From an optimization exercise on the open Yosys and OpenROAD flow, aimed at small area, a short achievable clock period and few clock cycles per item; shortcuts taken in it are not production practice.
Only simulation tests tie the RTL to the original design; equivalence was not proved.

<file path="flow/config.mk">
export PLATFORM = sky130hd
export DESIGN_NAME = alu_arbiter
export DESIGN_NICKNAME = alu_arbiter
export VERILOG_FILES = /design/flow/design.v
export SDC_FILE = /design/flow/constraint.sdc
export NUM_CORES = 4
export LEC_CHECK = 0
export ABC_CLOCK_PERIOD_IN_PS = 4000
export CAP_MARGIN = 20
export CORE_MARGIN = 2
export CORE_UTILIZATION = 65
export PLACE_DENSITY = 0.75
export SETUP_SLACK_MARGIN = 5
export SLEW_MARGIN = 20
</file>
<file path="flow/constraint.sdc">
create_clock -name core_clock -period 9.0 [get_ports {clk_i}]
set_input_delay 1.8000 -clock core_clock [delete_from_list [all_inputs] [get_ports {clk_i}]]
set_output_delay 1.8000 -clock core_clock [all_outputs]
set_load 0.01 [all_outputs]
</file>
<file path="flow/design.v">
module alu_arbiter #(
    parameter int unsigned MUL_LAT = 3
) (
    input  logic        clk_i,
    input  logic        rst_i,
    input  logic        req0_valid_i,
    output logic        req0_ready_o,
    input  logic [2:0]  req0_op_i,
    input  logic [31:0] req0_src1_i,
    input  logic [31:0] req0_src2_i,
    input  logic        req1_valid_i,
    output logic        req1_ready_o,
    input  logic [2:0]  req1_op_i,
    input  logic [31:0] req1_src1_i,
    input  logic [31:0] req1_src2_i,
    output logic        rsp_valid_o,
    input  logic        rsp_ready_i,
    output logic        rsp_id_o,
    output logic [31:0] rsp_result_o,
    output logic        busy_o
);
    localparam int D_MUL = 0;    
    localparam int D_SUB = 1;    
    localparam int D_ARR = 2;    
    localparam int D_SUM = 3;    
    localparam int D_AND = 4;    
    localparam int D_XOR = 5;    
    localparam int D_SLL = 6;    
    localparam int D_SRA = 7;    
    function automatic logic [7:0] decode(input logic [2:0] op);
        logic [7:0] d;
        d[D_MUL] = (op == 3'b101);
        d[D_SUB] = (op == 3'b100);
        d[D_ARR] = (op == 3'b000) | (op == 3'b001) | (op == 3'b011) | (op == 3'b100) | (op == 3'b110);
        d[D_SUM] = (op == 3'b011) | (op == 3'b100) | (op == 3'b101) | (op == 3'b110);
        d[D_AND] = (op == 3'b000);
        d[D_XOR] = (op == 3'b001);
        d[D_SLL] = (op == 3'b010);
        d[D_SRA] = (op == 3'b111);
        decode = d;
    endfunction
    function automatic logic [11:0] booth(input logic [8:0] w);
        logic [11:0] b;
        for (int j = 0; j < 4; j++) begin
            b[j]     = w[2*j+1] ^ w[2*j];
            b[4 + j] = (w[2*j+2] & ~w[2*j+1] & ~w[2*j]) | (~w[2*j+2] & w[2*j+1] & w[2*j]);
            b[8 + j] = w[2*j+2] & ~(w[2*j+1] & w[2*j]);
        end
        booth = b;
    endfunction
    function automatic logic [11:0] first_digits(input logic [7:0] d, input logic [7:0] b);
        logic [11:0] r;
        r = booth({b, 1'b0}) & {12{d[D_MUL]}};
        r[0] = r[0] | d[D_ARR];
        first_digits = r;
    endfunction
    function automatic logic top_equal(input logic [24:0] x);
        top_equal = (x == 25'd0) | (x == {25{1'b1}});
    endfunction
    logic        last_grant_q;    
    logic        ex_valid_q;      
    logic        ex_first_q;      
    logic        ex_lastm_q;      
    logic [7:0]  ex_d_q;          
    logic [11:0] ex_bd_q;         
    logic        ex_id_q;
    logic [31:0] ex_a_q;          
    logic [31:0] ex_b_q;          
    logic        rsp_valid_q;
    logic        rsp_id_q;
    logic [31:0] rsp_res_q;
    logic        out_free;        
    logic        ex_adv;          
    logic        ex_last;         
    logic        ex_step;         
    logic        ex_done;
    logic        ex_free;         
    logic        grant;
    logic        accept;
    logic        ld0, ld1, hold;
    assign ex_last  = ~ex_d_q[D_MUL] | ex_lastm_q;
    assign out_free = ~rsp_valid_q | rsp_ready_i;
    assign ex_adv   = ex_valid_q & out_free;
    assign ex_done  = ex_adv & ex_last;
    assign ex_step  = ex_adv & ~ex_last;
    assign ex_free  = ~ex_valid_q | ex_done;
    assign grant  = req1_valid_i & (~req0_valid_i | ~last_grant_q);
    assign accept = (req0_valid_i | req1_valid_i) & ex_free;
    assign req0_ready_o = req0_valid_i & ~grant & ex_free;
    assign req1_ready_o = req1_valid_i &  grant & ex_free;
    assign ld0  = req0_ready_o;
    assign ld1  = req1_ready_o;
    assign hold = ~accept & ~ex_step;
    always_ff @(posedge clk_i or posedge rst_i) begin
        if (rst_i) begin
            last_grant_q <= 1'b1;
            ex_valid_q   <= 1'b0;
            rsp_valid_q  <= 1'b0;
        end else begin
            if (accept) last_grant_q <= grant;
            if (ex_free) ex_valid_q <= accept;
            rsp_valid_q <= ex_done | (rsp_valid_q & ~rsp_ready_i);
        end
    end
    logic [7:0]  d0, d1;
    logic [11:0] f0, f1, bn;
    assign d0 = decode(req0_op_i);
    assign d1 = decode(req1_op_i);
    assign f0 = first_digits(d0, req0_src2_i[7:0]);
    assign f1 = first_digits(d1, req1_src2_i[7:0]);
    assign bn = booth(ex_b_q[15:7]);
    always_ff @(posedge clk_i) begin
        ex_a_q  <= ({32{ld0}} & req0_src1_i) | ({32{ld1}} & req1_src1_i)
                 | ({32{hold}} & ex_a_q) | ({32{ex_step}} & {ex_a_q[23:0], 8'd0});
        ex_b_q  <= ({32{ld0}} & req0_src2_i) | ({32{ld1}} & req1_src2_i)
                 | ({32{hold}} & ex_b_q) | ({32{ex_step}} & {{8{ex_b_q[31]}}, ex_b_q[31:8]});
        ex_bd_q <= ({12{ld0}} & f0) | ({12{ld1}} & f1)
                 | ({12{hold}} & ex_bd_q) | ({12{ex_step}} & bn);
        ex_d_q  <= ({8{ld0}} & d0) | ({8{ld1}} & d1) | ({8{~accept}} & ex_d_q);
        ex_lastm_q <= (ld0 & top_equal(req0_src2_i[31:7])) | (ld1 & top_equal(req1_src2_i[31:7]))
                    | (hold & ex_lastm_q) | (ex_step & top_equal({{8{ex_b_q[31]}}, ex_b_q[31:15]}));
        ex_id_q    <= ld1 | (~accept & ex_id_q);
        ex_first_q <= accept | (hold & ex_first_q);
    end
    logic [3:0]  nb;
    logic [31:0] acc_t;
    logic [31:0] r0, r1, r2, r3;
    logic [31:0] row_a, row_b;
    logic [31:0] t_xor, t_and;
    logic [31:0] sum;
    logic [4:0]  sh;
    logic [31:0] sh_in;
    logic [31:0] sh_l1, sh_l2, sh_l3, sh_l4, sh_out;
    logic        fill;
    logic [31:0] s_sum, s_and, s_xor, s_sll, s_sra, s_hold;
    logic [3:0]  b_one, b_two, b_neg;
    assign b_one = ex_bd_q[3:0];
    assign b_two = ex_bd_q[7:4];
    assign b_neg = ex_bd_q[11:8];
    assign sh    = ex_b_q[4:0];
    always_comb begin
        for (int i = 0; i < 32; i++) begin
            r0[i] = ((b_one[0] & ex_a_q[i]) | (b_two[0] & (i >= 1 ? ex_a_q[i-1] : 1'b0))) ^ b_neg[0];
            r1[i] = i < 2 ? 1'b0 :
                    ((b_one[1] & ex_a_q[i-2]) | (b_two[1] & (i >= 3 ? ex_a_q[i-3] : 1'b0))) ^ b_neg[1];
            r2[i] = i < 4 ? 1'b0 :
                    ((b_one[2] & ex_a_q[i-4]) | (b_two[2] & (i >= 5 ? ex_a_q[i-5] : 1'b0))) ^ b_neg[2];
            r3[i] = i < 6 ? 1'b0 :
                    ((b_one[3] & ex_a_q[i-6]) | (b_two[3] & (i >= 7 ? ex_a_q[i-7] : 1'b0))) ^ b_neg[3];
        end
    end
    assign nb = {b_neg[3:1], b_neg[0] | ex_d_q[D_SUB]};
    assign acc_t = ({32{ex_d_q[D_MUL] & ~ex_first_q}} & rsp_res_q)
                 | ({32{ex_d_q[D_ARR]}} & (ex_b_q ^ {32{ex_d_q[D_SUB]}}));
    logic t0, t1, t2, t3, t4, t5, t6, t7, t8, t9, t10, t11, t12, t13, t14, t15, t16, t17, t18, t19, t20, t21, t22, t23, t24, t25, t26, t27, t28, t29, t30, t31, t32, t33, t34, t35, t36, t37, t38, t39, t40, t41, t42, t43, t44, t45, t46, t47, t48, t49, t50, t51, t52, t53, t54, t55, t56, t57, t58, t59, t60, t61, t62, t63, t64, t65, t66, t67, t68, t69, t70, t71, t72, t73, t74, t75, t76, t77, t78, t79, t80, t81, t82, t83, t84, t85, t86, t87, t88, t89, t90, t91, t92, t93, t94, t95, t96, t97, t98, t99, t100, t101, t102, t103, t104, t105, t106, t107, t108, t109, t110, t111, t112, t113, t114, t115, t116, t117, t118, t119, t120, t121, t122, t123, t124, t125, t126, t127, t128, t129, t130, t131, t132, t133, t134, t135, t136, t137, t138, t139, t140, t141, t142, t143, t144, t145, t146, t147, t148, t149, t150, t151, t152, t153, t154, t155, t156, t157, t158, t159, t160, t161, t162, t163, t164, t165, t166, t167, t168, t169, t170, t171, t172, t173, t174, t175, t176, t177, t178, t179, t180, t181, t182, t183, t184, t185, t186, t187, t188, t189, t190, t191, t192, t193, t194, t195, t196, t197, t198, t199, t200, t201, t202, t203, t204, t205, t206, t207, t208, t209, t210, t211, t212, t213, t214, t215, t216, t217, t218, t219, t220, t221, t222, t223, t224, t225, t226, t227, t228;
    assign t0 = acc_t[0] ^ nb[0];
    assign t1 = acc_t[0] & nb[0];
    assign t2 = acc_t[1] ^ r0[1];
    assign t3 = acc_t[1] & r0[1];
    assign t4 = acc_t[2] ^ r0[2] ^ r1[2];
    assign t5 = (acc_t[2] & r0[2]) | (acc_t[2] & r1[2]) | (r0[2] & r1[2]);
    assign t6 = nb[1] ^ t3;
    assign t7 = nb[1] & t3;
    assign t8 = acc_t[3] ^ r0[3] ^ r1[3];
    assign t9 = (acc_t[3] & r0[3]) | (acc_t[3] & r1[3]) | (r0[3] & r1[3]);
    assign t10 = t5 ^ t8;
    assign t11 = t5 & t8;
    assign t12 = acc_t[4] ^ r0[4] ^ r1[4];
    assign t13 = (acc_t[4] & r0[4]) | (acc_t[4] & r1[4]) | (r0[4] & r1[4]);
    assign t14 = nb[2] ^ r2[4] ^ t9;
    assign t15 = (nb[2] & r2[4]) | (nb[2] & t9) | (r2[4] & t9);
    assign t16 = t12 ^ t11;
    assign t17 = t12 & t11;
    assign t18 = acc_t[5] ^ r0[5] ^ r1[5];
    assign t19 = (acc_t[5] & r0[5]) | (acc_t[5] & r1[5]) | (r0[5] & r1[5]);
    assign t20 = r2[5] ^ t13 ^ t18;
    assign t21 = (r2[5] & t13) | (r2[5] & t18) | (t13 & t18);
    assign t22 = t15 ^ t20;
    assign t23 = t15 & t20;
    assign t24 = acc_t[6] ^ r0[6] ^ r1[6];
    assign t25 = (acc_t[6] & r0[6]) | (acc_t[6] & r1[6]) | (r0[6] & r1[6]);
    assign t26 = nb[3] ^ r2[6] ^ r3[6];
    assign t27 = (nb[3] & r2[6]) | (nb[3] & r3[6]) | (r2[6] & r3[6]);
    assign t28 = t19 ^ t24 ^ t26;
    assign t29 = (t19 & t24) | (t19 & t26) | (t24 & t26);
    assign t30 = t21 ^ t28;
    assign t31 = t21 & t28;
    assign t32 = acc_t[7] ^ r0[7] ^ r1[7];
    assign t33 = (acc_t[7] & r0[7]) | (acc_t[7] & r1[7]) | (r0[7] & r1[7]);
    assign t34 = r2[7] ^ r3[7] ^ t25;
    assign t35 = (r2[7] & r3[7]) | (r2[7] & t25) | (r3[7] & t25);
    assign t36 = t27 ^ t32 ^ t29;
    assign t37 = (t27 & t32) | (t27 & t29) | (t32 & t29);
    assign t38 = t34 ^ t31;
    assign t39 = t34 & t31;
    assign t40 = acc_t[8] ^ r0[8] ^ r1[8];
    assign t41 = (acc_t[8] & r0[8]) | (acc_t[8] & r1[8]) | (r0[8] & r1[8]);
    assign t42 = r2[8] ^ r3[8] ^ t33;
    assign t43 = (r2[8] & r3[8]) | (r2[8] & t33) | (r3[8] & t33);
    assign t44 = t40 ^ t35 ^ t42;
    assign t45 = (t40 & t35) | (t40 & t42) | (t35 & t42);
    assign t46 = t37 ^ t44;
    assign t47 = t37 & t44;
    assign t48 = acc_t[9] ^ r0[9] ^ r1[9];
    assign t49 = (acc_t[9] & r0[9]) | (acc_t[9] & r1[9]) | (r0[9] & r1[9]);
    assign t50 = r2[9] ^ r3[9] ^ t41;
    assign t51 = (r2[9] & r3[9]) | (r2[9] & t41) | (r3[9] & t41);
    assign t52 = t48 ^ t43 ^ t50;
    assign t53 = (t48 & t43) | (t48 & t50) | (t43 & t50);
    assign t54 = t45 ^ t52;
    assign t55 = t45 & t52;
    assign t56 = acc_t[10] ^ r0[10] ^ r1[10];
    assign t57 = (acc_t[10] & r0[10]) | (acc_t[10] & r1[10]) | (r0[10] & r1[10]);
    assign t58 = r2[10] ^ r3[10] ^ t49;
    assign t59 = (r2[10] & r3[10]) | (r2[10] & t49) | (r3[10] & t49);
    assign t60 = t56 ^ t51 ^ t58;
    assign t61 = (t56 & t51) | (t56 & t58) | (t51 & t58);
    assign t62 = t53 ^ t60;
    assign t63 = t53 & t60;
    assign t64 = acc_t[11] ^ r0[11] ^ r1[11];
    assign t65 = (acc_t[11] & r0[11]) | (acc_t[11] & r1[11]) | (r0[11] & r1[11]);
    assign t66 = r2[11] ^ r3[11] ^ t57;
    assign t67 = (r2[11] & r3[11]) | (r2[11] & t57) | (r3[11] & t57);
    assign t68 = t64 ^ t59 ^ t66;
    assign t69 = (t64 & t59) | (t64 & t66) | (t59 & t66);
    assign t70 = t61 ^ t68;
    assign t71 = t61 & t68;
    assign t72 = acc_t[12] ^ r0[12] ^ r1[12];
    assign t73 = (acc_t[12] & r0[12]) | (acc_t[12] & r1[12]) | (r0[12] & r1[12]);
    assign t74 = r2[12] ^ r3[12] ^ t65;
    assign t75 = (r2[12] & r3[12]) | (r2[12] & t65) | (r3[12] & t65);
    assign t76 = t72 ^ t67 ^ t74;
    assign t77 = (t72 & t67) | (t72 & t74) | (t67 & t74);
    assign t78 = t69 ^ t76;
    assign t79 = t69 & t76;
    assign t80 = acc_t[13] ^ r0[13] ^ r1[13];
    assign t81 = (acc_t[13] & r0[13]) | (acc_t[13] & r1[13]) | (r0[13] & r1[13]);
    assign t82 = r2[13] ^ r3[13] ^ t73;
    assign t83 = (r2[13] & r3[13]) | (r2[13] & t73) | (r3[13] & t73);
    assign t84 = t80 ^ t75 ^ t82;
    assign t85 = (t80 & t75) | (t80 & t82) | (t75 & t82);
    assign t86 = t77 ^ t84;
    assign t87 = t77 & t84;
    assign t88 = acc_t[14] ^ r0[14] ^ r1[14];
    assign t89 = (acc_t[14] & r0[14]) | (acc_t[14] & r1[14]) | (r0[14] & r1[14]);
    assign t90 = r2[14] ^ r3[14] ^ t81;
    assign t91 = (r2[14] & r3[14]) | (r2[14] & t81) | (r3[14] & t81);
    assign t92 = t88 ^ t83 ^ t90;
    assign t93 = (t88 & t83) | (t88 & t90) | (t83 & t90);
    assign t94 = t85 ^ t92;
    assign t95 = t85 & t92;
    assign t96 = acc_t[15] ^ r0[15] ^ r1[15];
    assign t97 = (acc_t[15] & r0[15]) | (acc_t[15] & r1[15]) | (r0[15] & r1[15]);
    assign t98 = r2[15] ^ r3[15] ^ t89;
    assign t99 = (r2[15] & r3[15]) | (r2[15] & t89) | (r3[15] & t89);
    assign t100 = t96 ^ t91 ^ t98;
    assign t101 = (t96 & t91) | (t96 & t98) | (t91 & t98);
    assign t102 = t93 ^ t100;
    assign t103 = t93 & t100;
    assign t104 = acc_t[16] ^ r0[16] ^ r1[16];
    assign t105 = (acc_t[16] & r0[16]) | (acc_t[16] & r1[16]) | (r0[16] & r1[16]);
    assign t106 = r2[16] ^ r3[16] ^ t97;
    assign t107 = (r2[16] & r3[16]) | (r2[16] & t97) | (r3[16] & t97);
    assign t108 = t104 ^ t99 ^ t106;
    assign t109 = (t104 & t99) | (t104 & t106) | (t99 & t106);
    assign t110 = t101 ^ t108;
    assign t111 = t101 & t108;
    assign t112 = acc_t[17] ^ r0[17] ^ r1[17];
    assign t113 = (acc_t[17] & r0[17]) | (acc_t[17] & r1[17]) | (r0[17] & r1[17]);
    assign t114 = r2[17] ^ r3[17] ^ t105;
    assign t115 = (r2[17] & r3[17]) | (r2[17] & t105) | (r3[17] & t105);
    assign t116 = t112 ^ t107 ^ t114;
    assign t117 = (t112 & t107) | (t112 & t114) | (t107 & t114);
    assign t118 = t109 ^ t116;
    assign t119 = t109 & t116;
    assign t120 = acc_t[18] ^ r0[18] ^ r1[18];
    assign t121 = (acc_t[18] & r0[18]) | (acc_t[18] & r1[18]) | (r0[18] & r1[18]);
    assign t122 = r2[18] ^ r3[18] ^ t113;
    assign t123 = (r2[18] & r3[18]) | (r2[18] & t113) | (r3[18] & t113);
    assign t124 = t120 ^ t115 ^ t122;
    assign t125 = (t120 & t115) | (t120 & t122) | (t115 & t122);
    assign t126 = t117 ^ t124;
    assign t127 = t117 & t124;
    assign t128 = acc_t[19] ^ r0[19] ^ r1[19];
    assign t129 = (acc_t[19] & r0[19]) | (acc_t[19] & r1[19]) | (r0[19] & r1[19]);
    assign t130 = r2[19] ^ r3[19] ^ t121;
    assign t131 = (r2[19] & r3[19]) | (r2[19] & t121) | (r3[19] & t121);
    assign t132 = t128 ^ t123 ^ t130;
    assign t133 = (t128 & t123) | (t128 & t130) | (t123 & t130);
    assign t134 = t125 ^ t132;
    assign t135 = t125 & t132;
    assign t136 = acc_t[20] ^ r0[20] ^ r1[20];
    assign t137 = (acc_t[20] & r0[20]) | (acc_t[20] & r1[20]) | (r0[20] & r1[20]);
    assign t138 = r2[20] ^ r3[20] ^ t129;
    assign t139 = (r2[20] & r3[20]) | (r2[20] & t129) | (r3[20] & t129);
    assign t140 = t136 ^ t131 ^ t138;
    assign t141 = (t136 & t131) | (t136 & t138) | (t131 & t138);
    assign t142 = t133 ^ t140;
    assign t143 = t133 & t140;
    assign t144 = acc_t[21] ^ r0[21] ^ r1[21];
    assign t145 = (acc_t[21] & r0[21]) | (acc_t[21] & r1[21]) | (r0[21] & r1[21]);
    assign t146 = r2[21] ^ r3[21] ^ t137;
    assign t147 = (r2[21] & r3[21]) | (r2[21] & t137) | (r3[21] & t137);
    assign t148 = t144 ^ t139 ^ t146;
    assign t149 = (t144 & t139) | (t144 & t146) | (t139 & t146);
    assign t150 = t141 ^ t148;
    assign t151 = t141 & t148;
    assign t152 = acc_t[22] ^ r0[22] ^ r1[22];
    assign t153 = (acc_t[22] & r0[22]) | (acc_t[22] & r1[22]) | (r0[22] & r1[22]);
    assign t154 = r2[22] ^ r3[22] ^ t145;
    assign t155 = (r2[22] & r3[22]) | (r2[22] & t145) | (r3[22] & t145);
    assign t156 = t152 ^ t147 ^ t154;
    assign t157 = (t152 & t147) | (t152 & t154) | (t147 & t154);
    assign t158 = t149 ^ t156;
    assign t159 = t149 & t156;
    assign t160 = acc_t[23] ^ r0[23] ^ r1[23];
    assign t161 = (acc_t[23] & r0[23]) | (acc_t[23] & r1[23]) | (r0[23] & r1[23]);
    assign t162 = r2[23] ^ r3[23] ^ t153;
    assign t163 = (r2[23] & r3[23]) | (r2[23] & t153) | (r3[23] & t153);
    assign t164 = t160 ^ t155 ^ t162;
    assign t165 = (t160 & t155) | (t160 & t162) | (t155 & t162);
    assign t166 = t157 ^ t164;
    assign t167 = t157 & t164;
    assign t168 = acc_t[24] ^ r0[24] ^ r1[24];
    assign t169 = (acc_t[24] & r0[24]) | (acc_t[24] & r1[24]) | (r0[24] & r1[24]);
    assign t170 = r2[24] ^ r3[24] ^ t161;
    assign t171 = (r2[24] & r3[24]) | (r2[24] & t161) | (r3[24] & t161);
    assign t172 = t168 ^ t163 ^ t170;
    assign t173 = (t168 & t163) | (t168 & t170) | (t163 & t170);
    assign t174 = t165 ^ t172;
    assign t175 = t165 & t172;
    assign t176 = acc_t[25] ^ r0[25] ^ r1[25];
    assign t177 = (acc_t[25] & r0[25]) | (acc_t[25] & r1[25]) | (r0[25] & r1[25]);
    assign t178 = r2[25] ^ r3[25] ^ t169;
    assign t179 = (r2[25] & r3[25]) | (r2[25] & t169) | (r3[25] & t169);
    assign t180 = t176 ^ t171 ^ t178;
    assign t181 = (t176 & t171) | (t176 & t178) | (t171 & t178);
    assign t182 = t173 ^ t180;
    assign t183 = t173 & t180;
    assign t184 = acc_t[26] ^ r0[26] ^ r1[26];
    assign t185 = (acc_t[26] & r0[26]) | (acc_t[26] & r1[26]) | (r0[26] & r1[26]);
    assign t186 = r2[26] ^ r3[26] ^ t177;
    assign t187 = (r2[26] & r3[26]) | (r2[26] & t177) | (r3[26] & t177);
    assign t188 = t184 ^ t179 ^ t186;
    assign t189 = (t184 & t179) | (t184 & t186) | (t179 & t186);
    assign t190 = t181 ^ t188;
    assign t191 = t181 & t188;
    assign t192 = acc_t[27] ^ r0[27] ^ r1[27];
    assign t193 = (acc_t[27] & r0[27]) | (acc_t[27] & r1[27]) | (r0[27] & r1[27]);
    assign t194 = r2[27] ^ r3[27] ^ t185;
    assign t195 = (r2[27] & r3[27]) | (r2[27] & t185) | (r3[27] & t185);
    assign t196 = t192 ^ t187 ^ t194;
    assign t197 = (t192 & t187) | (t192 & t194) | (t187 & t194);
    assign t198 = t189 ^ t196;
    assign t199 = t189 & t196;
    assign t200 = acc_t[28] ^ r0[28] ^ r1[28];
    assign t201 = (acc_t[28] & r0[28]) | (acc_t[28] & r1[28]) | (r0[28] & r1[28]);
    assign t202 = r2[28] ^ r3[28] ^ t193;
    assign t203 = (r2[28] & r3[28]) | (r2[28] & t193) | (r3[28] & t193);
    assign t204 = t200 ^ t195 ^ t202;
    assign t205 = (t200 & t195) | (t200 & t202) | (t195 & t202);
    assign t206 = t197 ^ t204;
    assign t207 = t197 & t204;
    assign t208 = acc_t[29] ^ r0[29] ^ r1[29];
    assign t209 = (acc_t[29] & r0[29]) | (acc_t[29] & r1[29]) | (r0[29] & r1[29]);
    assign t210 = r2[29] ^ r3[29] ^ t201;
    assign t211 = (r2[29] & r3[29]) | (r2[29] & t201) | (r3[29] & t201);
    assign t212 = t208 ^ t203 ^ t210;
    assign t213 = (t208 & t203) | (t208 & t210) | (t203 & t210);
    assign t214 = t205 ^ t212;
    assign t215 = t205 & t212;
    assign t216 = acc_t[30] ^ r0[30] ^ r1[30];
    assign t217 = (acc_t[30] & r0[30]) | (acc_t[30] & r1[30]) | (r0[30] & r1[30]);
    assign t218 = r2[30] ^ r3[30] ^ t209;
    assign t219 = (r2[30] & r3[30]) | (r2[30] & t209) | (r3[30] & t209);
    assign t220 = t216 ^ t211 ^ t218;
    assign t221 = (t216 & t211) | (t216 & t218) | (t211 & t218);
    assign t222 = t213 ^ t220;
    assign t223 = t213 & t220;
    assign t224 = acc_t[31] ^ r0[31] ^ r1[31];
    assign t225 = (acc_t[31] & r0[31]) | (acc_t[31] & r1[31]) | (r0[31] & r1[31]);
    assign t226 = r2[31] ^ r3[31] ^ t217;
    assign t227 = t224 ^ t219 ^ t226;
    assign t228 = t221 ^ t227;
    assign row_a = {t223, t215, t207, t199, t191, t183, t175, t167, t159, t151, t143, t135, t127, t119, t111, t103, t95, t87, t79, t71, t63, t55, t47, t39, t36, t23, t17, t14, t7, t4, t1, r0[0]};
    assign row_b = {t228, t222, t214, t206, t198, t190, t182, t174, t166, t158, t150, t142, t134, t126, t118, t110, t102, t94, t86, t78, t70, t62, t54, t46, t38, t30, t22, t16, t10, t6, t2, t0};
    assign t_xor = {t224, t216, t208, t200, t192, t184, t176, t168, t160, t152, t144, t136, t128, t120, t112, t104, t96, t88, t80, t72, t64, t56, t48, t40, t32, t24, t18, t12, t8, t4, t2, ex_a_q[0] ^ ex_b_q[0]};
    assign t_and = {t225, t217, t209, t201, t193, t185, t177, t169, t161, t153, t145, t137, t129, t121, t113, t105, t97, t89, t81, t73, t65, t57, t49, t41, t33, t25, t19, t13, t9, t5, t3, ex_a_q[0] & ex_b_q[0]};
    assign sum = row_a + row_b;
    always_comb begin
        for (int i = 0; i < 32; i++) begin
            sh_in[i] = ex_d_q[D_SLL] ? ex_a_q[31 - i] : ex_a_q[i];
        end
    end
    assign fill   = ex_d_q[D_SRA] & ex_a_q[31];
    assign sh_l1  = sh[0] ? {fill, sh_in[31:1]}           : sh_in;
    assign sh_l2  = sh[1] ? {{2{fill}}, sh_l1[31:2]}      : sh_l1;
    assign sh_l3  = sh[2] ? {{4{fill}}, sh_l2[31:4]}      : sh_l2;
    assign sh_l4  = sh[3] ? {{8{fill}}, sh_l3[31:8]}      : sh_l3;
    assign sh_out = sh[4] ? {{16{fill}}, sh_l4[31:16]}    : sh_l4;
    assign s_sum  = {32{ex_adv & ex_d_q[D_SUM]}};
    assign s_and  = {32{ex_adv & ex_d_q[D_AND]}};
    assign s_xor  = {32{ex_adv & ex_d_q[D_XOR]}};
    assign s_sll  = {32{ex_adv & ex_d_q[D_SLL]}};
    assign s_sra  = {32{ex_adv & ex_d_q[D_SRA]}};
    assign s_hold = {32{~ex_adv}};
    always_ff @(posedge clk_i) begin
        for (int i = 0; i < 32; i++) begin
            rsp_res_q[i] <= (s_sum[i] & sum[i]) | (s_and[i] & t_and[i]) | (s_xor[i] & t_xor[i])
                          | (s_sll[i] & sh_out[31 - i]) | (s_sra[i] & sh_out[i])
                          | (s_hold[i] & rsp_res_q[i]);
        end
        rsp_id_q <= (ex_adv & ex_id_q) | (~ex_adv & rsp_id_q);
    end
    assign rsp_valid_o  = rsp_valid_q;
    assign rsp_id_o     = rsp_id_q;
    assign rsp_result_o = rsp_res_q;
    assign busy_o       = ex_valid_q | rsp_valid_q;
endmodule
</file>
<file path="flow/flow/run.sh">
#!/bin/bash
# Standard synthesis and layout; the port buffers are made from the smallest
# buffer cell (buffer_ports -buffer_cell) instead of the default choice.
# make's output goes to synth.log and layout.log; each ORFS step keeps its
# own log under orfs/logs.
set -euo pipefail
bash standard.sh synth > synth.log 2>&1
bash standard.sh "BUFFER_PORTS_ARGS=-buffer_cell sky130_fd_sc_hd__buf_1" finish > layout.log 2>&1
</file>
<file path="flow/standard.sh">
#!/bin/bash
# synth_recipe.tcl (not shown) runs the flow's synth.tcl, then flattens the netlist and writes it again
# the make line also repeats each setting of config.mk as NAME=value (left out here)
make -C /OpenROAD-flow-scripts/flow DESIGN_CONFIG=/design/flow/config.mk WORK_HOME=/design/flow/orfs CLKGATE_MAP_FILE= SYNTH_SCRIPT=/design/flow/synth_recipe.tcl "${@:-finish}"
</file>
==> results by group, run 1 <==
Run status
  – Status: finished clean

CTS
  – # hold bufs at CTS: 0
  – CTS tree: done
  – Max Buffers Root-to-Sink: 2
  – TritonCTS Buffers: 17
  – # H-tree levels: 4
  – CTS clk-pin slew, worst paths: 0.07 ns
  – Clock Sinks: 123
  – Worst-skew pair later-pin latency: 0.44 ns
  – Root Driver: clkbuf_16

Routing
  – First drt pass iteration count: 15
  – Routed Antenna Nets: 0
  – Vias per cell: 7.56
  – Wire per inst: 28.6 um
  – Vias: 16906
  – DRC violations left: 0
  – Final WL: 64000 um
  – DR iter-0 viols: 3077

Yosys
  – Post-synthesis adder-cell area fraction: 0.168
  – Area contributors post-synth: dfxtp_1, fa_1, a22oi_1
  – Post-synth top flop: dfxtp_1
  – Post-Synth Simple-Gate Area: 0.144
  – Top cell type's share of synthesized area: 0.158
  – Post-synthesis sequential area ratio: 0.165
  – Compound-cell area share of the yosys netlist: 0.259
  – Syn Std Cell Area: 15100 sq um
  – Post-Syn Instances: 1822
  – Yosys reg bits: 123
  – Post-Synth XOR/XNOR Area: 0.103
  – Combinational family with the most area after synthesis: compound AO/OA/AOI/OAI gates
  – EDFF count, synth: 1
  – Syn Area/Cell: 8.28 sq um
  – Mux share of post-synthesis cell area: 0.0905
  – Yosys top cell by area: dfxtp_1
  – Distinct cells, synth: 79
  – Ys async rst share: 0.0244
  – Yosys warns: 1
  – Syn_nets: 2115

Finish
  – Most common cell after layout, fill and taps aside: nand2_1
  – Nets: 2230
  – Most frequent cells in the layout: nand2_1, buf_1, a22oi_1
  – Layout cells sized above 1: 0.199
  – Post-Layout Inst Area: 18200 sq um
  – Util after Layout: 0.800
  – Synthesis-to-finish area growth: 20.5%
  – # fillers: 1476

Worst setup path
  – WP data required: 9.38 ns
  – Crit path max fanout: 14
  – Nature of the critical path startpoint: register
  – Worst endpoint data arrival time: 5.41 ns
  – Crit end category: register
  – Setup Crit Path Kind: register to register

Floorplan
  – Die Height: 156 um
  – # IOs: 176
  – Chip width: 156 um
  – Starting Density: 0.664
  – Num rows: 55
  – Die area: 24400 sq um
  – Core ar.: 22700 sq um

Global route
  – First-pass GRT wire length: 94400 um
  – Tot GR Track Use: 0.511
  – Initial antenna violation count: 1
  – Largest net degree at the start of global routing: 72
  – Global route total overflow: 0
  – Number of global-route vias before repair: 15957

Placement
  – Placed cell area: 15900 sq um
  – Routability cong.: 1.07
  – Detail Placement HPWL: 41900 um
  – Number of buffer cells added on primary ports: 175

Timing
  – Setup TNS: 0 ns
  – Max Clock Freq: 0.199 GHz
  – RSZ-0062 raised after global routing: true
  – Final Setup Violations: 0
  – Hold WS: 0.455 ns
  – Max-slew violations: 0
  – Final Hold Fails: 0
  – Slew HR: 0.166
  – Post-layout min period: 5.03 ns
  – Tightest Pin Transition: 1.24 ns
  – Final period utilization: 0.559
  – Max Clock Skew: 0.0137 ns

Flow run
  – Max Cap Viol: 0

Min path
  – Hold WC Path Type: register to register
-- final cells by class --
type	instances	area, sq um	area share
Antenna cell	1	2.50	0.000138
Clock buffer	17	425	0.0234
Clock inverter	15	166	0.00916
Inverter	86	325	0.0179
Multi-Input combinational cell	1438	12600	0.692
Sequential cell	123	2590	0.143
Tap cell	285	357	0.0196
Timing Repair Buffer	271	1730	0.0954
-- sequential cells by signal, indices dropped and copies added, names as in the netlist, 8 cells and up, named ones only --
signal / cells
rsp_res_q: 32
ex_bd_q: 12
ex_a_q: 32
ex_d_q: 8
ex_b_q: 32
-- synthesized netlist by cell type (5+ instances only) --
master,instances
clkbuf_1,126
and2_1,6
nand4_1,29
o21ai_0,58
fa_1,81
a211oi_1,5
o22ai_1,15
a21oi_1,68
a31oi_1,10
mux4_2,20
buf_2,11
nand3b_1,8
ha_1,73
nor2_1,104
o21bai_1,7
nor2b_1,12
xnor2_1,81
mux2_2,26
nand2_1,224
nand2b_1,7
inv_1,84
o221ai_1,16
a22o_1,5
a222oi_1,57
a22oi_1,162
a211o_1,5
dfxtp_1,119
o21ai_1,20
xor2_1,96
a221oi_1,17
o21a_1,6
mux4_1,9
buf_6,5
mux2i_1,32
a21o_1,17
buf_1,31
nand3_1,48
nor3_1,13
nor4_1,16
a221o_1,7
o31ai_1,5
o211ai_1,13
-- worst paths after layout --
kind,from,end,slack (ns),cells past startpoint
hold / removal,ex_id_q,register,0.45,0
max in group asynchronous,rst_i,last_grant_q,7.61,2
setup / recovery,ex_a_q[6],rsp_res_q[29],3.97,18
hold reg to reg,ex_id_q,register,0.45,0
setup reg to reg,ex_a_q[6],rsp_res_q[29],3.97,18
min in group asynchronous,rst_i,rsp_valid_q,1.18,2
-- critical path, cell delays in order, from the launching register on --
cell and delay, ns:
dfxtp_4 0.54, a22oi_2 0.15, xor2_1 0.18, fa_2 0.41
inv_2 0.08, fa_1 0.44, fa_1 0.60, ha_4 0.22
ha_4 0.30, nand4_1 0.16, nor3_1 0.27, a2111o_1 0.27
nor2_4 0.08, o41ai_4 0.30, buf_4 0.21, a211o_1 0.16
a31oi_2 0.09, o41a_1 0.43, nand3_1 0.09
-- what timing repair did --
item                       4_1_cts  5_1_grt
setup endpoints to repair      101       38
resized for setup              176       48
buffers inserted                39       25
pin swaps                       56       41
hold endpoints to repair         0        0
gates cloned                     6        1
-- per-layer routing --
layer / track usage / up-vias / part of all wire
met3: 0.193 / 461 / 0.16
met4: 0.333 / 0 / 0.087
met2: 0.763 / 1640 / 0.42
met1: 0.615 / 7845 / 0.33
met5: 0.0145 / - / 0
li1: - / 6960 / -
-- cells by family after synthesis --
family / Yosys count
AO/OA/AOI/OAI: 529
AND/OR/NAND/NOR: 486
buffers and inverters: 262
XOR/XNOR: 177
adder cells (fa/ha/maj): 154
flip-flops: 123
multiplexers: 91
-- metrics by stage --
stage | setup slack, ns | cells
final | 3.97 | 2236
after global routing | 3.88 | 2235
after CTS | 4.21 | 2208
after detailed placement | 3.20 | 2131
after global placement | 3.25 | 2131
after floorplan | 4.58 | 1822
Testbench counts, summed over its fixed seeds: cycles 3,103, items 2,400.
==> inputs of run 2 (changes only) <==
--- a/flow/config.mk
+++ b/flow/config.mk
@@ -6,9 +6,11 @@
 export NUM_CORES = 4
 export LEC_CHECK = 0
+export ABC_AREA = 1
 export ABC_CLOCK_PERIOD_IN_PS = 4000
 export CAP_MARGIN = 20
 export CORE_MARGIN = 2
-export CORE_UTILIZATION = 65
-export PLACE_DENSITY = 0.75
-export SETUP_SLACK_MARGIN = 5
+export CORE_UTILIZATION = 40
+export CTS_BUF_LIST = sky130_fd_sc_hd__clkbuf_4 sky130_fd_sc_hd__clkbuf_8
+export CTS_CLUSTER_SIZE = 30
+export SETUP_SLACK_MARGIN = 4.45
 export SLEW_MARGIN = 20
==> run 2 against run 1 <==
Setup slack improved by 0.52 ns. Clock-buffer cell count stayed put. Hold slack got worse by 0.0044 ns. Die area is 67% higher. Critical endpoint is now req0_ready_o. Highest routed layer unchanged.
==> results by group, run 2 <==
Timing
  – Max Clock Skew: 0.0237 ns (+0.00999 ns)
  – Max Clock Freq: 0.222 GHz (+12%)
  – Final Setup Violations: 0 (unchanged)
  – Setup TNS: 0 ns (unchanged)
  – Final period utilization: 0.501 (-0.0583)
  – RSZ-0062 raised after global routing: true
  – Final Hold Fails: 0 (unchanged)
  – Max-slew violations: 0 (unchanged)
  – Slew HR: 0.491 (+0.325)
  – Tightest Pin Transition: 0.761 ns (-0.474 ns)
  – Post-layout min period: 4.51 ns (-0.525 ns)

Global route
  – Largest net degree at the start of global routing: 71 (-1.4%)
  – Global route total overflow: 0 (unchanged)
  – Number of global-route vias before repair: 17093 (+7.1%)
  – Initial antenna violation count: 0 (-1)
  – Tot GR Track Use: 0.342 (-0.169)
  – First-pass GRT wire length: 106000 um (+12%)

Yosys
  – EDFF count, synth: 1 (unchanged)
  – Syn Std Cell Area: 15700 sq um (+3.9%)
  – Post-synthesis sequential area ratio: 0.159 (-0.00622)
  – Area contributors post-synth: dfxtp_1, nand2_1, nand3_1
  – Synth cell count leaders: nand2_1, nand3_1, inv_1, nor2_1, o22ai_1
  – Ys async rst share: 0.0244 (unchanged)
  – Top cell type's share of synthesized area: 0.152 (-0.00595)
  – Syn_nets: 2668 (+26%)
  – Yosys reg bits: 123 (unchanged)
  – Distinct cells, synth: 54 (-32%)
  – Yosys top cell by area: dfxtp_1
  – Syn Area/Cell: 6.60 sq um (-20%)
  – Post-Syn Instances: 2375 (+30%)
  – Post-synth top flop: dfxtp_1
  – Top-count cell post-synth: nand2_1
  – Yosys warns: 1 (unchanged)

Worst setup path
  – Nature of the critical path startpoint: primary input
  – Worst endpoint data arrival time: 2.71 ns (-2.70 ns)
  – WP data required: 7.20 ns (-2.18 ns)
  – FF-to-FF path depth: 21 (+3)
  – Reg2reg start: ex_d_q[1]
  – Setup Crit Path Kind: primary input to primary output
  – Crit path max fanout: 3 (-11)
  – FF-to-FF End: rsp_res_q[20]
  – FF-to-FF setup slack: 4.59 ns (+0.62 ns)
  – Crit end category: primary output

Placement
  – Detail Placement HPWL: 54400 um (+30%)
  – Number of buffer cells added on primary ports: 175 (unchanged)
  – Routability cong.: 1.00 (-6.2%)
  – # placed instances: 2959 (+39%)

Finish
  – Nets: 2787 (+25%)
  – Antenna cell count: 0 (-1)
  – Non-Filler Instances: 3025 (+35%)
  – Most common cell after layout, fill and taps aside: nand2_1
  – Most frequent cells in the layout: nand2_1, nand3_1, inv_1
  – Synthesis-to-finish area growth: 16.0%
  – Util after Layout: 0.470 (-0.330)
  – Regs by FF count: ex_a_q (32), ex_b_q (32), rsp_res_q (32)
  – Layout cells sized above 1: 0.108 (-0.0914)

Routing
  – Vias: 18318 (+8.4%)
  – Routed Antenna Nets: 0 (unchanged)
  – First drt pass iteration count: 6 (-9)
  – DRC violations left: 0 (unchanged)
  – Wire per inst: 23.7 um (-17%)
  – DR iter-0 viols: 2189 (-29%)
  – Final WL: 71700 um (+12%)
  – Vias per cell: 6.06 (-20%)

CTS
  – CTS tree: done
  – Worst-skew pair later-pin latency: 0.49 ns (+0.05 ns)
  – CTS clk-pin slew, worst paths: 0.10 ns (+0.03 ns)
  – TritonCTS Buffers: 17 (unchanged)
  – Max Buffers Root-to-Sink: 2 (unchanged)
  – Root Driver: clkbuf_8
  – Clock Sinks: 123 (unchanged)
  – # H-tree levels: 4 (unchanged)

Floorplan
  – Starting Density: 0.405 (-0.259)
  – Die Height: 202 um (+29%)
  – Die area: 40800 sq um (+67%)
  – Chip width: 202 um (+29%)
  – Num rows: 72 (+31%)
  – Core ar.: 38600 sq um (+70%)
  – # IOs: 176 (unchanged)

Min path
  – Hold Path Origin: ex_id_q
  – WHS Path Cells: 0 (unchanged)
  – Hold WC Path Type: register to register

Run status
  – Status: finished clean

Flow run
  – Max Cap Viol: 0 (unchanged)
[run 2: cell count changes in the layout (fill, tap and decap cells not counted), moves of 31 or more]
| cell | delta |
|---|---|
| mux2i_1 | -32 |
| nand2_1 | +305 |
| dfxtp_1 | +31 |
| buf_4 | -32 |
| xnor2_1 | -76 |
| o22ai_1 | +111 |
| xor2_1 | +36 |
| a222oi_1 | -57 |
| a221oi_1 | +45 |
| a22oi_1 | -141 |
| inv_1 | +163 |
| nand3_1 | +310 |
[run 2: area by class of cell]
type / count / area [sq um]
fillers: 4019 / 20500
multi-input cells: 1834 / 12200
flip-flops and latches: 123 / 2510
inverters: 289 / 1190
repair buffers: 224 / 1160
well taps: 518 / 648
clock buffers: 17 / 234
clock inverters: 15 / 185
repair inverters: 5 / 42.5
[run 2: kinds of logic after synthesis]
group	after synthesis	share of synthesized area
buffers and inverters	419	0.108
XOR/XNOR	118	0.0660
AND/OR/NAND/NOR	1165	0.330
adder cells (fa/ha/maj)	154	0.162
flip-flops	123	0.159
multiplexers	1	0.000719
AO/OA/AOI/OAI	395	0.175
[run 2: stage by stage]
stage	setup WS [ns]	cell area [sq um]	hold slack (ns)
after floorplan	4.52	15700	0.409
after global placement	3.30	16500	0.421
after detailed placement	3.28	16500	0.429
after CTS	4.44	17400	0.448
after global routing	4.44	18200	0.458
final	4.49	18200	0.450
[run 2: how the worst max path moves through the flow]
stage            startpoint             to  slack (ns)  cells past startpoint
6_report       req1_valid_i   req0_ready_o        4.49                      6
5_1_grt           ex_d_q[1]  rsp_res_q[24]        4.44                     21
4_1_cts         rsp_ready_i   req0_ready_o        4.44                      9
3_5_place_dp    rsp_ready_i   req0_ready_o        3.28                      8
3_3_place_gp    rsp_ready_i   req0_ready_o        3.30                      8
2_1_floorplan   rsp_ready_i   req0_ready_o        4.52                      7
[run 2: timing repair]
item	CTS	global route
gates cloned	7	1
setup buffers	11	15
setup endpoints to repair	27	25
gates resized for setup	89	119
hold buffers	0	0
pin swaps	6	23
[run 2: critical path, stage by stage]
cell	delay (ns)
buf_1	0.14
a21boi_2	0.34
nor2_2	0.11
nand2_8	0.14
inv_16	0.04
buf_2	0.13
[run 2: per-layer routing]
| metal | part of all wire | routed length, um | up-vias | track usage |
|---|---|---|---|---|
| met5 | 0 | 0 | - | 0 |
| met2 | 0.42 | 30100 | 1150 | 0.510 |
| met3 | 0.10 | 7180 | 148 | 0.0642 |
| met4 | 0.052 | 3710 | 0 | 0.161 |
| li1 | - | - | 8418 | - |
| met1 | 0.43 | 30700 | 8602 | 0.475 |
==> inputs of run 3 (changes only) <==
--- a/flow/config.mk
+++ b/flow/config.mk
@@ -11,6 +11,5 @@
 export CORE_MARGIN = 2
 export CORE_UTILIZATION = 40
-export CTS_BUF_LIST = sky130_fd_sc_hd__clkbuf_4 sky130_fd_sc_hd__clkbuf_8
-export CTS_CLUSTER_SIZE = 30
 export SETUP_SLACK_MARGIN = 4.45
 export SLEW_MARGIN = 20
+export TNS_END_PERCENT = 10
==> run 3 against run 2 <==
Still clean on timing, DRC and antenna. Die area unchanged. First-iteration DRC count increased by 13%. Critical path depth rose by 3. Non-clock buffer count is the same. Sequential share of layout area decreased by 0.099 points. Clock skew decreased by 0.0086 ns. Area after synthesis is the same. Sequential cell count did not move. Critical endpoint unchanged. Setup slack lost 0.030 ns. Global-route usage grew 0.052 points. Register-to-register slack got worse by 0.07 ns.
==> results by group, run 3 <==
Routing
  – Routed Antenna Nets: 0 (unchanged)
  – DR iter-0 viols: 2466 (+13%)
  – Vias per cell: 6.06 (about the same)
  – First drt pass iteration count: 8 (+2)
  – Wire per inst: 23.8 um (+0.29%)
  – Vias: 18333 (+0.082%)
  – DRC violations left: 0 (unchanged)
  – Final WL: 71900 um (+0.32%)

Timing
  – Final Setup Violations: 0 (unchanged)
  – Post-layout min period: 4.54 ns (+0.0300 ns)
  – Fin worst setup slack: 4.46 ns (-0.0300 ns)
  – RSZ-0062 raised after global routing: true
  – Max-slew violations: 0 (unchanged)
  – Tightest Pin Transition: 0.753 ns (-0.00749 ns)
  – Final Hold Fails: 0 (unchanged)
  – Max Clock Skew: 0.0151 ns (-0.00860 ns)
  – Slew HR: 0.496 (+0.00501)
  – Setup TNS: 0 ns (unchanged)
  – Final period utilization: 0.504 (+0.00333)
  – Max Clock Freq: 0.220 GHz (-0.66%)

Yosys
  – Post-Syn Instances: 2375 (unchanged)
  – Post-synth top flop: dfxtp_1
  – Syn Std Cell Area: 15700 sq um (unchanged)
  – Syn_nets: 2668 (unchanged)
  – EDFF count, synth: 1 (unchanged)
  – Ys async rst share: 0.0244 (unchanged)
  – Area contributors post-synth: dfxtp_1, nand2_1, nand3_1
  – Synth cell count leaders: nand2_1, nand3_1, inv_1, nor2_1, o22ai_1
  – Distinct cells, synth: 54 (unchanged)
  – Top cell type's share of synthesized area: 0.152 (unchanged)
  – Top-count cell post-synth: nand2_1
  – Yosys top cell by area: dfxtp_1
  – Syn Area/Cell: 6.60 sq um (unchanged)
  – Post-synthesis sequential area ratio: 0.159 (unchanged)
  – Yosys reg bits: 123 (unchanged)
  – Yosys warns: 1 (unchanged)

Flow run
  – Max Cap Viol: 0 (unchanged)

Min path
  – WHS Path Cells: 0 (unchanged)
  – Hold WC Path Type: register to register

Global route
  – First-pass GRT wire length: 106000 um (about the same)
  – Tot GR Track Use: 0.342 (+0.000518)
  – Number of global-route vias before repair: 17054 (-0.23%)
  – Largest net degree at the start of global routing: 71 (unchanged)
  – Global route total overflow: 0 (unchanged)
  – Initial antenna violation count: 0 (unchanged)

Worst setup path
  – Crit end category: primary output
  – FF-to-FF path depth: 18 (-14%)
  – Nature of the critical path startpoint: primary input
  – Worst endpoint data arrival time: 2.74 ns (+0.03 ns)
  – Crit path max fanout: 3 (unchanged)
  – Setup Crit Path Kind: primary input to primary output
  – FF-to-FF setup slack: 4.52 ns (-0.07 ns)
  – WP data required: 7.20 ns (about the same)

Finish
  – Most common cell after layout, fill and taps aside: nand2_1
  – Antenna cell count: 0 (unchanged)
  – Regs by FF count: ex_a_q (32), ex_b_q (32), rsp_res_q (32)
  – Synthesis-to-finish area growth: 16.7%
  – Most frequent cells in the layout: nand2_1, nand3_1, inv_1
  – # fillers: 3979 (-1.0%)
  – Layout cells sized above 1: 0.105 (-0.00283)
  – Nets: 2788 (+0.036%)

Floorplan
  – # IOs: 176 (unchanged)
  – Core ar.: 38600 sq um (unchanged)
  – Die Height: 202 um (unchanged)
  – Die area: 40800 sq um (unchanged)
  – Num rows: 72 (unchanged)
  – Starting Density: 0.405 (unchanged)
  – Chip width: 202 um (unchanged)

Placement
  – Detail Placement HPWL: 54400 um (unchanged)
  – Number of buffer cells added on primary ports: 175 (unchanged)
  – Routability cong.: 1.00 (unchanged)
  – DP Worst Slack: 3.28 ns (unchanged)

CTS
  – CTS clk-pin slew, worst paths: 0.07 ns (-0.03 ns)
  – Max Buffers Root-to-Sink: 2 (unchanged)
  – Clock Sinks: 123 (unchanged)
  – Root Driver: clkbuf_16
  – Worst-skew pair later-pin latency: 0.45 ns (-0.04 ns)
  – # H-tree levels: 4 (unchanged)
  – TritonCTS Buffers: 17 (unchanged)
  – CTS tree: done

Run status
  – Status: finished clean
## run 3: cell types whose count changed in the layout (fill, tap and decap cells not counted), moves of 3 or more
cell and delta:
ha_1 +5, ha_4 -5, inv_4 -4, clkbuf_16 +17, clkbuf_8 -17, clkinv_2 +3
## run 3: repair_timing
action	in CTS	in global routing
endpoints found under the setup margin	27	28
hold buffers	0	0
gates cloned	7	2
buffers inserted	11	15
gates resized for setup	53	141
pin swaps	4	16
## run 3: critical path, cell delays in order
cell      delay [ns]
buf_1           0.07
inv_1           0.06
nand2_4         0.08
nand2_8         0.06
o21ai_4         0.27
buf_12          0.15
nand2_8         0.07
inv_16          0.06
clkbuf_2        0.12
## run 3: final cells by class
cell class / instances / area [sq um] / share of cell area
inverters: 289 / 1190 / 0.0651
well taps: 518 / 648 / 0.0354
flip-flops and latches: 123 / 2500 / 0.137
clock buffers: 17 / 425 / 0.0233
multi-input cells: 1834 / 12100 / 0.664
repair buffers: 224 / 1150 / 0.0629
clock inverters: 15 / 185 / 0.0101
repair inverters: 6 / 47.5 / 0.00260
## run 3: per-layer routing
metal  vias to the layer above  GRT usage  routed length (um)
met1                      8565      0.474               30300
met3                       165     0.0609                7460
met5                         -          0                   0
met2                      1185      0.513               30400
li1                       8418          -                   -
met4                         0      0.166                3740
## run 3: final timing paths
check                             from       endpoint
hold / removal                 ex_id_q       register
max in group asynchronous        rst_i   last_grant_q
min in group asynchronous        rst_i    rsp_valid_q
setup / recovery           rsp_ready_i   req0_ready_o
setup reg to reg            ex_a_q[24]  rsp_res_q[30]
hold reg to reg                ex_id_q       register
## run 3: cell families (layout without fill, tap and decap cells)
| kind of cell | after synthesis | count (layout) | synth area share |
|---|---|---|---|
| muxes | 1 | 1 | 0.000719 |
| xor gates and xnor gates | 118 | 118 | 0.0660 |
| and+or+nand+nor | 1165 | 1166 | 0.330 |
| AOI/OAI and AO/OA | 395 | 395 | 0.175 |
| adders and majority gates | 154 | 154 | 0.162 |
| DFF | 123 | 123 | 0.159 |
| buffers and inverters | 419 | 551 | 0.108 |
## run 3: through the flow
stage | instance area [sq um] | std cells | hold WS (ns) | util
finish | 18300 | 3026 | 0.440 | 0.473
global route | 18300 | 3026 | 0.450 | 0.473
CTS | 17500 | 3009 | 0.440 | 0.453
detailed placement | 16500 | 2959 | 0.429 | 0.428
global placement | 16500 | 2959 | 0.421 | 0.428
floorplan | 15700 | 2375 | 0.409 | -
==> inputs of run 4 (changes only) <==
--- a/flow/config.mk
+++ b/flow/config.mk
@@ -13,3 +13,2 @@
 export SETUP_SLACK_MARGIN = 4.45
 export SLEW_MARGIN = 20
-export TNS_END_PERCENT = 10
==> run 4 against run 3 <==
Still clean on timing, DRC and antenna. Hold slack about the same. Non-clock buffer count is 4 lower. Clock-buffer cell count did not move. Sequential cell count did not move. Core utilization barely moved. Die area is the same. Global-route usage rose by 0.062 points. Final cell count decreased by 0.17%. Wire length fell by 0.28%. Setup slack gained 0.024 ns. Highest routed layer unchanged.
==> results by group, run 4 <==
Run status
  – Status: finished clean

Yosys
  – Post-Synth Simple-Gate Area: 0.330 (unchanged)
  – Synth cell count leaders: nand2_1, nand3_1, inv_1, nor2_1, o22ai_1
  – Yosys warns: 1 (unchanged)
  – Combinational family with the most area after synthesis: simple AND/OR/NAND/NOR gates
  – Syn Std Cell Area: 15700 sq um (unchanged)
  – EDFF count, synth: 1 (unchanged)
  – Syn_nets: 2668 (unchanged)
  – Yosys top cell by area: dfxtp_1
  – Yosys reg bits: 123 (unchanged)
  – Top-count cell post-synth: nand2_1
  – Post-synth top flop: dfxtp_1
  – Post-synthesis adder-cell area fraction: 0.162 (unchanged)
  – Post-Syn Instances: 2375 (unchanged)
  – Ys async rst share: 0.0244 (unchanged)
  – Post-synthesis sequential area ratio: 0.159 (unchanged)
  – Distinct cells, synth: 54 (unchanged)
  – Area contributors post-synth: dfxtp_1, nand2_1, nand3_1
  – Top cell type's share of synthesized area: 0.152 (unchanged)
  – Post-Synth XOR/XNOR Area: 0.0660 (unchanged)
  – Mux share of post-synthesis cell area: 0.000719 (unchanged)
  – Compound-cell area share of the yosys netlist: 0.175 (unchanged)
  – Syn Area/Cell: 6.60 sq um (unchanged)

Timing
  – Max-slew violations: 0 (unchanged)
  – Final Hold Fails: 0 (unchanged)
  – Max Clock Skew: 0.0119 ns (-0.00315 ns)
  – Final period utilization: 0.502 (-0.00270)
  – Tightest Pin Transition: 0.782 ns (+0.0283 ns)
  – Max Clock Freq: 0.222 GHz (+0.54%)
  – Final Setup Violations: 0 (unchanged)
  – Slew HR: 0.477 (-0.0190)
  – Post-layout min period: 4.51 ns (-0.0243 ns)
  – RSZ-0062 raised after global routing: true
  – Setup TNS: 0 ns (unchanged)

Global route
  – Tot GR Track Use: 0.343 (+0.000621)
  – Number of global-route vias before repair: 17091 (+0.22%)
  – First-pass GRT wire length: 106000 um (+0.28%)
  – Initial antenna violation count: 0 (unchanged)
  – Global route total overflow: 0 (unchanged)
  – Largest net degree at the start of global routing: 71 (unchanged)

Placement
  – Placed cell area: 16500 sq um (unchanged)
  – Detail Placement HPWL: 54400 um (unchanged)
  – Routability cong.: 1.00 (unchanged)
  – # placed instances: 2959 (unchanged)
  – Number of buffer cells added on primary ports: 175 (unchanged)

Flow run
  – Max Cap Viol: 0 (unchanged)

Finish
  – Nets: 2783 (-0.18%)
  – # fillers: 3982 (+0.075%)
  – Post-Layout Inst Area: 18300 sq um (about the same)
  – Layout cells sized above 1: 0.105 (+0.000210)
  – Antenna cell count: 0 (unchanged)
  – Most frequent cells in the layout: nand2_1, nand3_1, inv_1
  – Synthesis-to-finish area growth: 16.7% (about the same)
  – Most common cell after layout, fill and taps aside: nand2_1
  – Non-Filler Instances: 3021 (-0.17%)
  – Regs by FF count: ex_a_q (32), ex_b_q (32), rsp_res_q (32)

Worst setup path
  – Nature of the critical path startpoint: primary input
  – WP data required: 7.20 ns (about the same)
  – Crit path max fanout: 3 (unchanged)
  – Crit end category: primary output
  – Setup Crit Path Kind: primary input to primary output
  – Worst endpoint data arrival time: 2.71 ns (-0.03 ns)

CTS
  – # H-tree levels: 4 (unchanged)
  – CTS tree: done
  – CTS clk-pin slew, worst paths: 0.07 ns (about the same)
  – Worst-skew pair later-pin latency: 0.45 ns (about the same)
  – Max Buffers Root-to-Sink: 2 (unchanged)
  – Root Driver: clkbuf_16
  – Clock Sinks: 123 (unchanged)
  – TritonCTS Buffers: 17 (unchanged)

Routing
  – Routed Antenna Nets: 0 (unchanged)
  – Final WL: 71700 um (-0.28%)
  – DR iter-0 viols: 2436 (-1.2%)
  – First drt pass iteration count: 8 (unchanged)
  – Wire per inst: 23.7 um (-0.11%)
  – Vias per cell: 6.09 (+0.48%)
  – DRC violations left: 0 (unchanged)
  – Vias: 18390 (+0.31%)

Floorplan
  – Num rows: 72 (unchanged)
  – Core ar.: 38600 sq um (unchanged)
  – Die Height: 202 um (unchanged)
  – Starting Density: 0.405 (unchanged)
  – Die area: 40800 sq um (unchanged)
  – # IOs: 176 (unchanged)
  – Chip width: 202 um (unchanged)

Min path
  – Hold WC Path Type: register to register
==> run 4: timing repair <==
action	in CTS	in global routing
hold buffers	0	0
gates cloned	7	1
resized for setup	82	121
pin swaps	5	23
endpoints found under the setup margin	27	25
buffers inserted	11	11
hold endpoints to repair	0	0
==> run 4: kinds of logic after synthesis <==
family                   after synthesis
multiplexers                           1
AO/OA/AOI/OAI                        395
XOR/XNOR                             118
buffers and inverters                419
AND/OR/NAND/NOR                     1165
flip-flops                           123
adder cells (fa/ha/maj)              154
==> run 4: path summary, 6_finish.rpt <==
path	start	end	slack, ns	cells past startpoint
worst max-delay path	rsp_ready_i	req0_ready_o	4.49	9
worst min register to register	ex_id_q	register	0.44	0
worst max register to register	ex_a_q[25]	rsp_res_q[30]	4.57	17
min in group asynchronous	rst_i	rsp_valid_q	1.18	2
max in group asynchronous	rst_i	last_grant_q	7.61	2
worst min-delay path	ex_id_q	register	0.44	0
==> run 4: stage by stage <==
stage | util | hold WS [ns] | setup WS [ns]
CTS | 0.456 | 0.440 | 4.40
floorplan | - | 0.409 | 4.52
detailed placement | 0.428 | 0.429 | 3.28
finish | 0.473 | 0.440 | 4.49
global placement | 0.428 | 0.421 | 3.30
global route | 0.473 | 0.450 | 4.42
==> run 4: per-layer routing <==
layer / GRT usage / routed length, um
met1: 0.475 / 30500
met2: 0.513 / 30300
met3: 0.0643 / 7190
met4: 0.163 / 3720
met5: 0 / 0
==> run 4: area by class of cell <==
| type | instances | area [sq um] | share of cell area |
|---|---|---|---|
| clock buffer | 17 | 425 | 0.0233 |
| inverter | 289 | 1190 | 0.0652 |
| clock inverter | 15 | 185 | 0.0101 |
| multi-input combinational | 1834 | 12200 | 0.665 |
| timing repair buffer | 220 | 1130 | 0.0618 |
| sequential | 123 | 2500 | 0.137 |
| tap | 518 | 648 | 0.0354 |
| timing repair inverter | 5 | 42.5 | 0.00233 |
==> run 4: worst max-delay path: stages <==
cell and delay, ns:
buf_1 0.09, inv_2 0.04, nand2_4 0.08, nand2_8 0.06, o21ai_4 0.27, buf_12 0.15, nand2_8 0.08, inv_16 0.07
buf_6 0.09
==> inputs of run 5 (changes only) <==
--- a/flow/config.mk
+++ b/flow/config.mk
@@ -11,4 +11,5 @@
 export CORE_MARGIN = 2
 export CORE_UTILIZATION = 40
+export GPL_TIMING_DRIVEN = 0
 export SETUP_SLACK_MARGIN = 4.45
 export SLEW_MARGIN = 20
==> run 5 against run 4 <==
Final cell count increased by 3.6%. Via count up 2.9%. Design area up 3.3%. Core utilization rose by 1.5 points. Area after synthesis stayed put. Clock skew up 0.0032 ns. Non-clock buffer count is 115 higher.
==> results by group, run 5 <==
Worst setup path
  – Worst endpoint data arrival time: 2.73 ns (+0.02 ns)
  – Crit path max fanout: 2 (-1)
  – FF-to-FF setup slack: 4.59 ns (+0.02 ns)
  – Setup Crit Path Kind: primary input to primary output
  – FF-to-FF End: rsp_res_q[13]
  – FF-to-FF path depth: 17 (unchanged)
  – Nature of the critical path startpoint: primary input
  – Reg2reg start: ex_bd_q[2]
  – WP data required: 7.20 ns (about the same)
  – Crit end category: primary output

Yosys
  – Top cell type's share of synthesized area: 0.152 (unchanged)
  – Syn Area/Cell: 6.60 sq um (unchanged)
  – EDFF count, synth: 1 (unchanged)
  – Syn_nets: 2668 (unchanged)
  – Post-synthesis sequential area ratio: 0.159 (unchanged)
  – Post-Syn Instances: 2375 (unchanged)
  – Area contributors post-synth: dfxtp_1, nand2_1, nand3_1
  – Yosys reg bits: 123 (unchanged)
  – Synth cell count leaders: nand2_1, nand3_1, inv_1, nor2_1, o22ai_1
  – Top-count cell post-synth: nand2_1
  – Post-synth top flop: dfxtp_1
  – Yosys warns: 1 (unchanged)
  – Ys async rst share: 0.0244 (unchanged)
  – Yosys top cell by area: dfxtp_1
  – Syn Std Cell Area: 15700 sq um (unchanged)
  – Distinct cells, synth: 54 (unchanged)

Global route
  – Tot GR Track Use: 0.392 (+0.0492)
  – Global route total overflow: 0 (unchanged)
  – Largest net degree at the start of global routing: 17 (-76%)
  – First-pass GRT wire length: 118000 um (+11%)
  – Number of global-route vias before repair: 18276 (+6.9%)
  – Initial antenna violation count: 0 (unchanged)

Floorplan
  – Die area: 40800 sq um (unchanged)
  – Die Height: 202 um (unchanged)
  – Chip width: 202 um (unchanged)
  – # IOs: 176 (unchanged)
  – Core ar.: 38600 sq um (unchanged)
  – Starting Density: 0.405 (unchanged)
  – Num rows: 72 (unchanged)

Finish
  – Nets: 2892 (+3.9%)
  – # fillers: 4035 (+1.3%)
  – Regs by FF count: ex_a_q (32), ex_b_q (32), rsp_res_q (32)
  – Most frequent cells in the layout: nand2_1, nand3_1, inv_1
  – Antenna cell count: 0 (unchanged)
  – Synthesis-to-finish area growth: 20.5%
  – Layout cells sized above 1: 0.139 (+0.0335)
  – Most common cell after layout, fill and taps aside: nand2_1

Timing
  – Max-slew violations: 0 (unchanged)
  – Final Hold Fails: 0 (unchanged)
  – Final period utilization: 0.504 (+0.00226)
  – Tightest Pin Transition: 0.871 ns (+0.0897 ns)
  – Final Setup Violations: 0 (unchanged)
  – Setup TNS: 0 ns (unchanged)
  – Post-layout min period: 4.53 ns (+0.0204 ns)
  – RSZ-0062 raised after global routing: true
  – Max Clock Freq: 0.221 GHz (-0.45%)
  – Slew HR: 0.419 (-0.0580)
  – Max Clock Skew: 0.0151 ns (+0.00316 ns)

CTS
  – TritonCTS Buffers: 17 (unchanged)
  – Worst-skew pair later-pin latency: 0.46 ns (about the same)
  – Max Buffers Root-to-Sink: 2 (unchanged)
  – Clock Sinks: 123 (unchanged)
  – # hold bufs at CTS: 0 (unchanged)
  – Root Driver: clkbuf_16
  – CTS clk-pin slew, worst paths: 0.07 ns (about the same)
  – # H-tree levels: 4 (unchanged)
  – CTS tree: done

Routing
  – Uppermost layer routed: met4
  – Metal-1 WL: 33600 um (+10%)
  – Wire per inst: 25.9 um (+9.1%)
  – Routed length on met3: 7730 um (+7.5%)
  – Met2 Routed Length: 34700 um (+15%)
  – First drt pass iteration count: 8 (unchanged)
  – Vias: 18928 (+2.9%)
  – Final WL: 81100 um (+13%)
  – DR iter-0 viols: 2079 (-15%)
  – Vias per cell: 6.05 (-0.66%)
  – Routed Antenna Nets: 0 (unchanged)
  – DRC violations left: 0 (unchanged)

Min path
  – Hold WC Path Type: register to register
  – WHS Path Cells: 0 (unchanged)
  – Hold Path Origin: ex_id_q

Placement
  – Number of buffer cells added on primary ports: 175 (unchanged)
  – Routability cong.: 1.04 (+3.1%)
  – Detail Placement HPWL: 66700 um (+23%)

Run status
  – Status: finished clean

Flow run
  – Max Cap Viol: 0 (unchanged)
==> run 5: changes by cell type in the layout (fill, tap and decap cells not counted), sizes merged <==
| cell | change |
|---|---|
| bufbuf | -1 |
| clkinvlp | +1 |
| clkinv | +5 |
| nand2 | -1 |
| buf | +63 |
| inv | -13 |
| clkbuf | +54 |
| bufinv | +1 |
==> run 5: metal layers <==
layer / vias up / GRT usage
li1: 8614 / -
met1: 9015 / 0.509
met2: 1092 / 0.603
met3: 207 / 0.0840
met4: 0 / 0.222
met5: - / 0
==> run 5: per-stage QoR <==
step | util | setup WS (ns) | hold slack (ns) | area (sq um) | std cells
after floorplan | - | 4.52 | 0.409 | 15700 | 2375
after global placement | 0.439 | 3.63 | 0.419 | 17000 | 3068
after detailed placement | 0.439 | 3.67 | 0.432 | 17000 | 3068
after CTS | 0.469 | 4.40 | 0.446 | 18100 | 3111
after global routing | 0.489 | 4.41 | 0.461 | 18900 | 3130
final | 0.489 | 4.47 | 0.442 | 18900 | 3130
==> run 5: critical path: stages <==
cell and delay (ns):
buf_1 0.14, a21boi_2 0.27, nor2_1 0.10, nand2_4 0.13, inv_8 0.06, buf_12 0.12, buf_6 0.11
==> run 5: worst max path at each step <==
stage,start,end,depth (start not counted)
3_5_place_dp,ex_d_q[1],rsp_res_q[30],22
3_3_place_gp,ex_d_q[1],rsp_res_q[30],22
6_report,req1_valid_i,req0_ready_o,7
4_1_cts,ex_d_q[1],rsp_res_q[31],19
2_1_floorplan,rsp_ready_i,req0_ready_o,7
5_1_grt,rsp_ready_i,req1_ready_o,10
==> run 5: what timing repair did <==
item | CTS | global route
setup endpoints to repair | 27 | 25
pin swaps | 6 | 42
setup buffers | 11 | 19
gates resized for setup | 152 | 171
==> run 5: cells by family (layout without fill, tap and decap cells) <==
logic type / after synthesis / in the layout / share of synthesized area
and+or+nand+nor: 1165 / 1165 / 0.330
buffers and inverters: 419 / 656 / 0.108
AOI/OAI and AO/OA: 395 / 395 / 0.175
adders and majority gates: 154 / 154 / 0.162
DFF: 123 / 123 / 0.159
xor gates and xnor gates: 118 / 118 / 0.0660
muxes: 1 / 1 / 0.000719
==> run 5: final cells by class <==
| class | count | area, sq um | share of cell area |
|---|---|---|---|
| buffer | 130 | 769 | 0.0407 |
| multi-input combinational | 1833 | 12300 | 0.650 |
| tap | 518 | 648 | 0.0343 |
| inverter | 289 | 1180 | 0.0625 |
| sequential | 123 | 2510 | 0.133 |
| timing repair buffer | 205 | 911 | 0.0482 |
| clock buffer | 18 | 429 | 0.0227 |
| clock inverter | 14 | 158 | 0.00835 |

## port drivers added, routing unchanged
How much do the figures lean on ideal ports? The routed layouts below were timed once more, with nothing changed but the port constraints.
Step 1 assumes that a clkbuf_16 drives the clock port and a buf_2 every other input.
Step 2 adds t to the input delays and takes it off the output delays; t is the mean of the earliest and latest rising clock arrival at the registers after step 1. Input paths then give back, and output paths get back, about the clock's delay inside the block.
Three values: no drivers, after step 1, after step 2; two values: the first two.
run | t, ns | slack for setup (ns) | latest minus earliest clock arrival (ns)
run 1 | 0.485 | 3.966 / 3.966 / 3.966 | 0.013 / 0.014
run 2 | 0.533 | 4.491 / 4.469 / 4.469 | 0.024 / 0.024
run 3 | 0.500 | 4.461 / 4.437 / 4.437 | 0.015 / 0.015
run 4 | 0.501 | 4.485 / 4.462 / 4.390 | 0.012 / 0.012
run 5 | 0.508 | 4.465 / 4.444 / 4.444 | 0.015 / 0.015
After both steps every run listed still meets setup and hold. For run 4, which loses most, drivers alone change the setup slack by -0.023 ns; drivers and shift together by -0.095 ns.
